This is an optimization exercise on Yosys and OpenROAD, whose aim is small area, not a production implementation. The RTL was checked by simulation tests, not by an equivalence proof against the original design. Power and IR drop assume default switching activity.

==> flow/design.v <==
package vsn_sparam_pkg;
    localparam int NPORTS_DEFAULT     = 3;
    localparam int COEF_WIDTH_DEFAULT = 16;
endpackage
module vsn_coef_ramp #(
    parameter int COEF_WIDTH = 16,
    parameter int RAMP_LOG2  = 4
) (
    input  logic                        clk,
    input  logic                        resetn,
    input  logic [COEF_WIDTH-1:0]       target,
    input  logic                        load,
    input  logic                        keep,
    input  logic [(1<<RAMP_LOG2)-1:0]   frac_carry,
    output logic [COEF_WIDTH-1:0]       value
);
    localparam int QW = COEF_WIDTH + 1 - RAMP_LOG2;
    logic [COEF_WIDTH:0]   delta_q;
    logic [COEF_WIDTH:0]   delta_d;
    logic [COEF_WIDTH-1:0] value_q;
    logic [COEF_WIDTH-1:0] value_d;
    logic                  carry;
    vsn_split_add #(.W(COEF_WIDTH + 1), .B0(6), .B(6)) u_sub (
        .a   ({target[COEF_WIDTH-1], target}),
        .b   (~{value_q[COEF_WIDTH-1], value_q}),
        .cin (1'b1),
        .sum (delta_d)
    );
    assign carry = frac_carry[delta_q[RAMP_LOG2-1:0]];
    vsn_split_add #(.W(COEF_WIDTH), .B0(8), .B(8)) u_step (
        .a   (value_q),
        .b   ({{(RAMP_LOG2-1){delta_q[COEF_WIDTH]}}, delta_q[COEF_WIDTH:RAMP_LOG2]}),
        .cin (carry),
        .sum (value_d)
    );
    always_ff @(posedge clk or negedge resetn) begin
        if (!resetn) begin
            delta_q <= '0;
        end else if (load) begin
            delta_q <= delta_d;
        end else if (!keep) begin
            delta_q <= '0;
        end
    end
    always_ff @(posedge clk or negedge resetn) begin
        if (!resetn) begin
            value_q <= '0;
        end else begin
            value_q <= value_d;
        end
    end
    assign value = value_q;
endmodule
module vsn_split_add #(
    parameter int W  = 20,
    parameter int B0 = 7,
    parameter int B  = 7
) (
    input  logic [W-1:0] a,
    input  logic [W-1:0] b,
    input  logic         cin,
    output logic [W-1:0] sum
);
    localparam int NB = 1 + (W - B0 + B - 1) / B;
    logic [NB:0] bc;
    logic [B0:0] c;
    assign c[0] = cin;
    for (genvar i = 0; i < B0; i++) begin : g_lo
        assign sum[i] = a[i] ^ b[i] ^ c[i];
        assign c[i+1] = (a[i] & b[i]) | (c[i] & (a[i] ^ b[i]));
    end
    assign bc[1] = c[B0];
    for (genvar k = 1; k < NB; k++) begin : g_blk
        localparam int LO = B0 + (k - 1) * B;
        localparam int N  = (W - LO < B) ? (W - LO) : B;
        logic [N:0]   ch;
        logic [N-1:0] s0;
        logic [N:0]   all1;
        assign ch[0]   = 1'b0;
        assign all1[0] = 1'b1;
        for (genvar i = 0; i < N; i++) begin : g_bit
            assign s0[i]       = a[LO+i] ^ b[LO+i] ^ ch[i];
            assign ch[i+1]     = (a[LO+i] & b[LO+i]) | (ch[i] & (a[LO+i] ^ b[LO+i]));
            assign all1[i+1]   = all1[i] & s0[i];
            assign sum[LO+i]   = s0[i] ^ (bc[k] & all1[i]);
        end
        assign bc[k+1] = ch[N] | (all1[N] & bc[k]);
    end
endmodule
module vsn_sparam_coef_loader #(
    parameter int NPORTS     = vsn_sparam_pkg::NPORTS_DEFAULT,
    parameter int COEF_WIDTH = vsn_sparam_pkg::COEF_WIDTH_DEFAULT,
    parameter int RAMP_LOG2  = 4
) (
    input  logic                                 clk,
    input  logic                                 resetn,
    input  logic                                 wr_valid,
    output logic                                 wr_ready,
    input  logic [1:0]                           wr_row,
    input  logic [1:0]                           wr_col,
    input  logic [COEF_WIDTH-1:0]                wr_data,
    input  logic                                 commit_valid,
    output logic                                 commit_ready,
    input  logic                                 err_clear,
    output logic                                 err_addr,
    output logic                                 busy,
    output logic [NPORTS*NPORTS*COEF_WIDTH-1:0]  S_out
);
    localparam int NCOEF = NPORTS * NPORTS;
    localparam int NSTEP = 1 << RAMP_LOG2;
    function automatic logic [NSTEP*NSTEP-1:0] fc_table(input int n);
        logic [NSTEP*NSTEP-1:0] t;
        t = '0;
        for (int k = 0; k < n; k++) begin
            for (int r = 0; r < NSTEP; r++) begin
                t[k*NSTEP + r] = (((k + 1) * r) / NSTEP) != ((k * r) / NSTEP);
            end
        end
        fc_table = t;
    endfunction
    localparam logic [NSTEP*NSTEP-1:0] FC_TABLE = fc_table(NSTEP);
    logic                 busy_q;
    logic [RAMP_LOG2-1:0] cnt_q;
    logic                 err_q;
    logic                 wr_bad;
    logic                 commit_fire;
    logic                 keep;
    logic                 clean_q;
    logic [(1<<RAMP_LOG2)-1:0] frac_carry;
    assign wr_ready     = 1'b1;
    assign wr_bad       = (wr_row == 2'd3) || (wr_col == 2'd3);
    assign commit_ready = !busy_q;
    assign busy         = busy_q;
    assign commit_fire  = commit_valid && !busy_q;
    assign keep         = busy_q && !(&cnt_q);
    assign err_addr     = err_q;
    always_ff @(posedge clk or negedge resetn) begin
        if (!resetn) begin
            busy_q <= 1'b0;
            cnt_q  <= '0;
        end else begin
            if (commit_fire) begin
                busy_q <= 1'b1;
            end else if (&cnt_q) begin
                busy_q <= 1'b0;
            end
            cnt_q <= cnt_d;
        end
    end
    logic [RAMP_LOG2-1:0] cnt_d;
    logic [(1<<RAMP_LOG2)-1:1] frac_carry_q;
    logic [(1<<RAMP_LOG2)-1:1] frac_carry_d;
    assign cnt_d = busy_q ? cnt_q + 1'b1 : cnt_q;
    always_comb begin
        frac_carry_d = FC_TABLE[cnt_d*NSTEP+1 +: NSTEP-1];
    end
    always_ff @(posedge clk) begin
        frac_carry_q <= frac_carry_d;
    end
    assign frac_carry = {frac_carry_q, 1'b0};
    always_ff @(posedge clk or negedge resetn) begin
        if (!resetn) begin
            clean_q <= 1'b0;
        end else begin
            clean_q <= 1'b1;
        end
    end
    always_ff @(posedge clk or negedge resetn) begin
        if (!resetn) begin
            err_q <= 1'b0;
        end else if (wr_valid && wr_bad) begin
            err_q <= 1'b1;
        end else if (err_clear) begin
            err_q <= 1'b0;
        end
    end
    for (genvar i = 0; i < NCOEF; i++) begin : g_coef
        localparam int ROW = i / NPORTS;
        localparam int COL = i % NPORTS;
        logic                  hit;
        logic [COEF_WIDTH-1:0] shadow_q;
        logic [COEF_WIDTH-1:0] target;
        assign hit    = wr_valid && (wr_row == 2'(ROW)) && (wr_col == 2'(COL));
        assign target = hit ? wr_data : (shadow_q & {COEF_WIDTH{clean_q}});
        always_ff @(posedge clk) begin
            shadow_q <= target;
        end
        vsn_coef_ramp #(
            .COEF_WIDTH (COEF_WIDTH),
            .RAMP_LOG2  (RAMP_LOG2)
        ) u_ramp (
            .clk    (clk),
            .resetn (resetn),
            .target (target),
            .load   (commit_fire),
            .keep   (keep),
            .frac_carry (frac_carry),
            .value  (S_out[i*COEF_WIDTH +: COEF_WIDTH])
        );
    end
endmodule
clock: 5.0 ns
lec_check: 0
cap_margin: 20
core_margin: 2
core_utilization: 60
cts_cluster_diameter: 100
cts_cluster_size: 26
slew_margin: 20
standard.sh (not shown) runs the stock make flow with config.mk's settings and CLKGATE_MAP_FILE= SYNTH_SCRIPT=/design/flow/synth_recipe.tcl, a recipe that flattens the netlist after the stock synthesis.
==> flow/flow/run.sh <==
#!/bin/bash
# Own layout flow: the standard ORFS flow, with the port buffers that
# buffer_ports inserts on every input and output made the smallest buffer cell.
# The make output (all tools) goes to standard.log in the work folder; ORFS
# keeps each step's own log under orfs/logs/.
set -euo pipefail
export BUFFER_PORTS_ARGS="-buffer_cell sky130_fd_sc_hd__buf_1"
bash standard.sh > standard.log 2>&1
The baseline finished with timing, DRC and antenna clean.
Change:
--- a/flow/design.v
+++ b/flow/design.v
@@ -20,5 +20,5 @@
     logic [COEF_WIDTH-1:0] value_q;
     logic [COEF_WIDTH-1:0] value_d;
-    logic                  carry;
+    logic                  carry_q;
     vsn_split_add #(.W(COEF_WIDTH + 1), .B0(6), .B(6)) u_sub (
         .a   ({target[COEF_WIDTH-1], target}),
@@ -27,9 +27,15 @@
         .sum (delta_d)
     );
-    assign carry = frac_carry[delta_q[RAMP_LOG2-1:0]];
-    vsn_split_add #(.W(COEF_WIDTH), .B0(8), .B(8)) u_step (
+    always_ff @(posedge clk or negedge resetn) begin
+        if (!resetn) begin
+            carry_q <= 1'b0;
+        end else begin
+            carry_q <= frac_carry[delta_q[RAMP_LOG2-1:0]];
+        end
+    end
+    vsn_split_add #(.W(COEF_WIDTH), .B0(10), .B(6)) u_step (
         .a   (value_q),
         .b   ({{(RAMP_LOG2-1){delta_q[COEF_WIDTH]}}, delta_q[COEF_WIDTH:RAMP_LOG2]}),
-        .cin (carry),
+        .cin (carry_q),
         .sum (value_d)
     );
@@ -145,18 +151,10 @@
                 busy_q <= 1'b0;
             end
-            cnt_q <= cnt_d;
+            cnt_q  <= cnt_d;
         end
     end
     logic [RAMP_LOG2-1:0] cnt_d;
-    logic [(1<<RAMP_LOG2)-1:1] frac_carry_q;
-    logic [(1<<RAMP_LOG2)-1:1] frac_carry_d;
-    assign cnt_d = busy_q ? cnt_q + 1'b1 : cnt_q;
-    always_comb begin
-        frac_carry_d = FC_TABLE[cnt_d*NSTEP+1 +: NSTEP-1];
-    end
-    always_ff @(posedge clk) begin
-        frac_carry_q <= frac_carry_d;
-    end
-    assign frac_carry = {frac_carry_q, 1'b0};
+    assign cnt_d      = busy_q ? cnt_q + 1'b1 : cnt_q;
+    assign frac_carry = FC_TABLE[cnt_d*NSTEP +: NSTEP];
     always_ff @(posedge clk or negedge resetn) begin
         if (!resetn) begin
Via count increases by about 5%.
Maximum frequency came out higher by about 3.4%.
Die area barely changes.
Setup slack improves by 0.16 ns.
Flip-flop and latch count goes down by 6.
Clock power is about the same.
Synthesized cell count rises by about 5.5%.
Clock-buffer cell count does not change.
Power shrinks by about 3%.
Critical path depth is unchanged.
Wire length went up by about 0.37%.
Design area drops by about 1.2%.
Hold slack is better by 0.078 ns.
Final cell count came out higher by about 3%.

========
// vsn_sparam_coef_loader: RTL as listed in full above, without the edits since
==> flow/config.mk <==
export PLATFORM = sky130hd
export DESIGN_NAME = vsn_sparam_coef_loader
export DESIGN_NICKNAME = vsn_sparam_coef_loader
export VERILOG_FILES = /design/flow/design.v
export SDC_FILE = /design/flow/constraint.sdc
export NUM_CORES = 4
export LEC_CHECK = 0
export CAP_MARGIN = 20
export CORE_MARGIN = 2
export CORE_UTILIZATION = 40
export CTS_CLUSTER_DIAMETER = 100
export CTS_CLUSTER_SIZE = 26
export SLEW_MARGIN = 20
==> flow/constraint.sdc <==
create_clock -name core_clock -period 5.0 [get_ports {clk}]
set_input_delay 1.0000 -clock core_clock [delete_from_list [all_inputs] [get_ports {clk}]]
set_output_delay 1.0000 -clock core_clock [all_outputs]
set_load 0.01 [all_outputs]
Scripts as last shown in full above: flow/flow/run.sh
Rerun with:
--- a/flow/design.v
+++ b/flow/design.v
@@ -19,18 +19,24 @@
     logic [COEF_WIDTH:0]   delta_d;
     logic [COEF_WIDTH-1:0] value_q;
     logic [COEF_WIDTH-1:0] value_d;
-    logic                  carry;
+    logic                  carry_q;
     vsn_split_add #(.W(COEF_WIDTH + 1), .B0(6), .B(6)) u_sub (
         .a   ({target[COEF_WIDTH-1], target}),
         .b   (~{value_q[COEF_WIDTH-1], value_q}),
         .cin (1'b1),
         .sum (delta_d)
     );
-    assign carry = frac_carry[delta_q[RAMP_LOG2-1:0]];
-    vsn_split_add #(.W(COEF_WIDTH), .B0(8), .B(8)) u_step (
+    always_ff @(posedge clk or negedge resetn) begin
+        if (!resetn) begin
+            carry_q <= 1'b0;
+        end else begin
+            carry_q <= frac_carry[delta_q[RAMP_LOG2-1:0]];
+        end
+    end
+    vsn_split_add #(.W(COEF_WIDTH), .B0(10), .B(6)) u_step (
         .a   (value_q),
         .b   ({{(RAMP_LOG2-1){delta_q[COEF_WIDTH]}}, delta_q[COEF_WIDTH:RAMP_LOG2]}),
-        .cin (carry),
+        .cin (carry_q),
         .sum (value_d)
     );
     always_ff @(posedge clk or negedge resetn) begin
@@ -144,20 +150,12 @@
             end else if (&cnt_q) begin
                 busy_q <= 1'b0;
             end
-            cnt_q <= cnt_d;
+            cnt_q  <= cnt_d;
         end
     end
     logic [RAMP_LOG2-1:0] cnt_d;
-    logic [(1<<RAMP_LOG2)-1:1] frac_carry_q;
-    logic [(1<<RAMP_LOG2)-1:1] frac_carry_d;
-    assign cnt_d = busy_q ? cnt_q + 1'b1 : cnt_q;
-    always_comb begin
-        frac_carry_d = FC_TABLE[cnt_d*NSTEP+1 +: NSTEP-1];
-    end
-    always_ff @(posedge clk) begin
-        frac_carry_q <= frac_carry_d;
-    end
-    assign frac_carry = {frac_carry_q, 1'b0};
+    assign cnt_d      = busy_q ? cnt_q + 1'b1 : cnt_q;
+    assign frac_carry = FC_TABLE[cnt_d*NSTEP +: NSTEP];
     always_ff @(posedge clk or negedge resetn) begin
         if (!resetn) begin
             clean_q <= 1'b0;
Result: Total power falls by 2.5%. Fmax went up by about 1.7%. Sequential share of layout area goes up by 0.16 points. Cell area fell by 1.4%. Hold slack is worse by 0.023 ns. Register-to-register slack improved by 0.08 ns. Count of clock-buffer cells in the layout goes up by 2. Wire length went up by 1.4%. Combinational power is about the same. Via count increases by about 4%. Setup slack gains 0.083 ns. Die area barely changes. Global-route usage rises by 0.35 points. Clock power decreases by about 7%.

==> separate check: timing with driven ports <==
In the flow no input, the clock included, has a driving cell. The finished layouts below were timed again as built, in two steps.
Step 1 sets driving cells, clkbuf_16 on the clock port and buf_2 on the other inputs (assumed; they add their load-dependent delay and slew).
Step 2 also shifts input and output timing later by t, the mid clock arrival at the registers, as if the neighbouring blocks saw the same clock.
Slacks: no drivers / after step 1 / after step 2; pairs: no drivers / after step 1.
run | shift t [ns] | setup slack, ns | cell pins on the clock port's net
the first run of note 1 | 0.615 | 0.027 / 0.027 / -0.248 | 1
the second run of note 1 | 0.621 | 0.190 / 0.190 / -0.331 | 1
the first run of note 2 | 0.641 | 0.107 / 0.107 / -0.329 | 1
the second run of note 2 | 0.615 | 0.190 / 0.190 / -0.249 | 1
With both steps, setup timing fails in every run listed, where it was met with ideal ports. For the second run of note 1, which loses most, drivers alone change the setup slack by 0.000 ns; drivers and shift together by -0.521 ns.
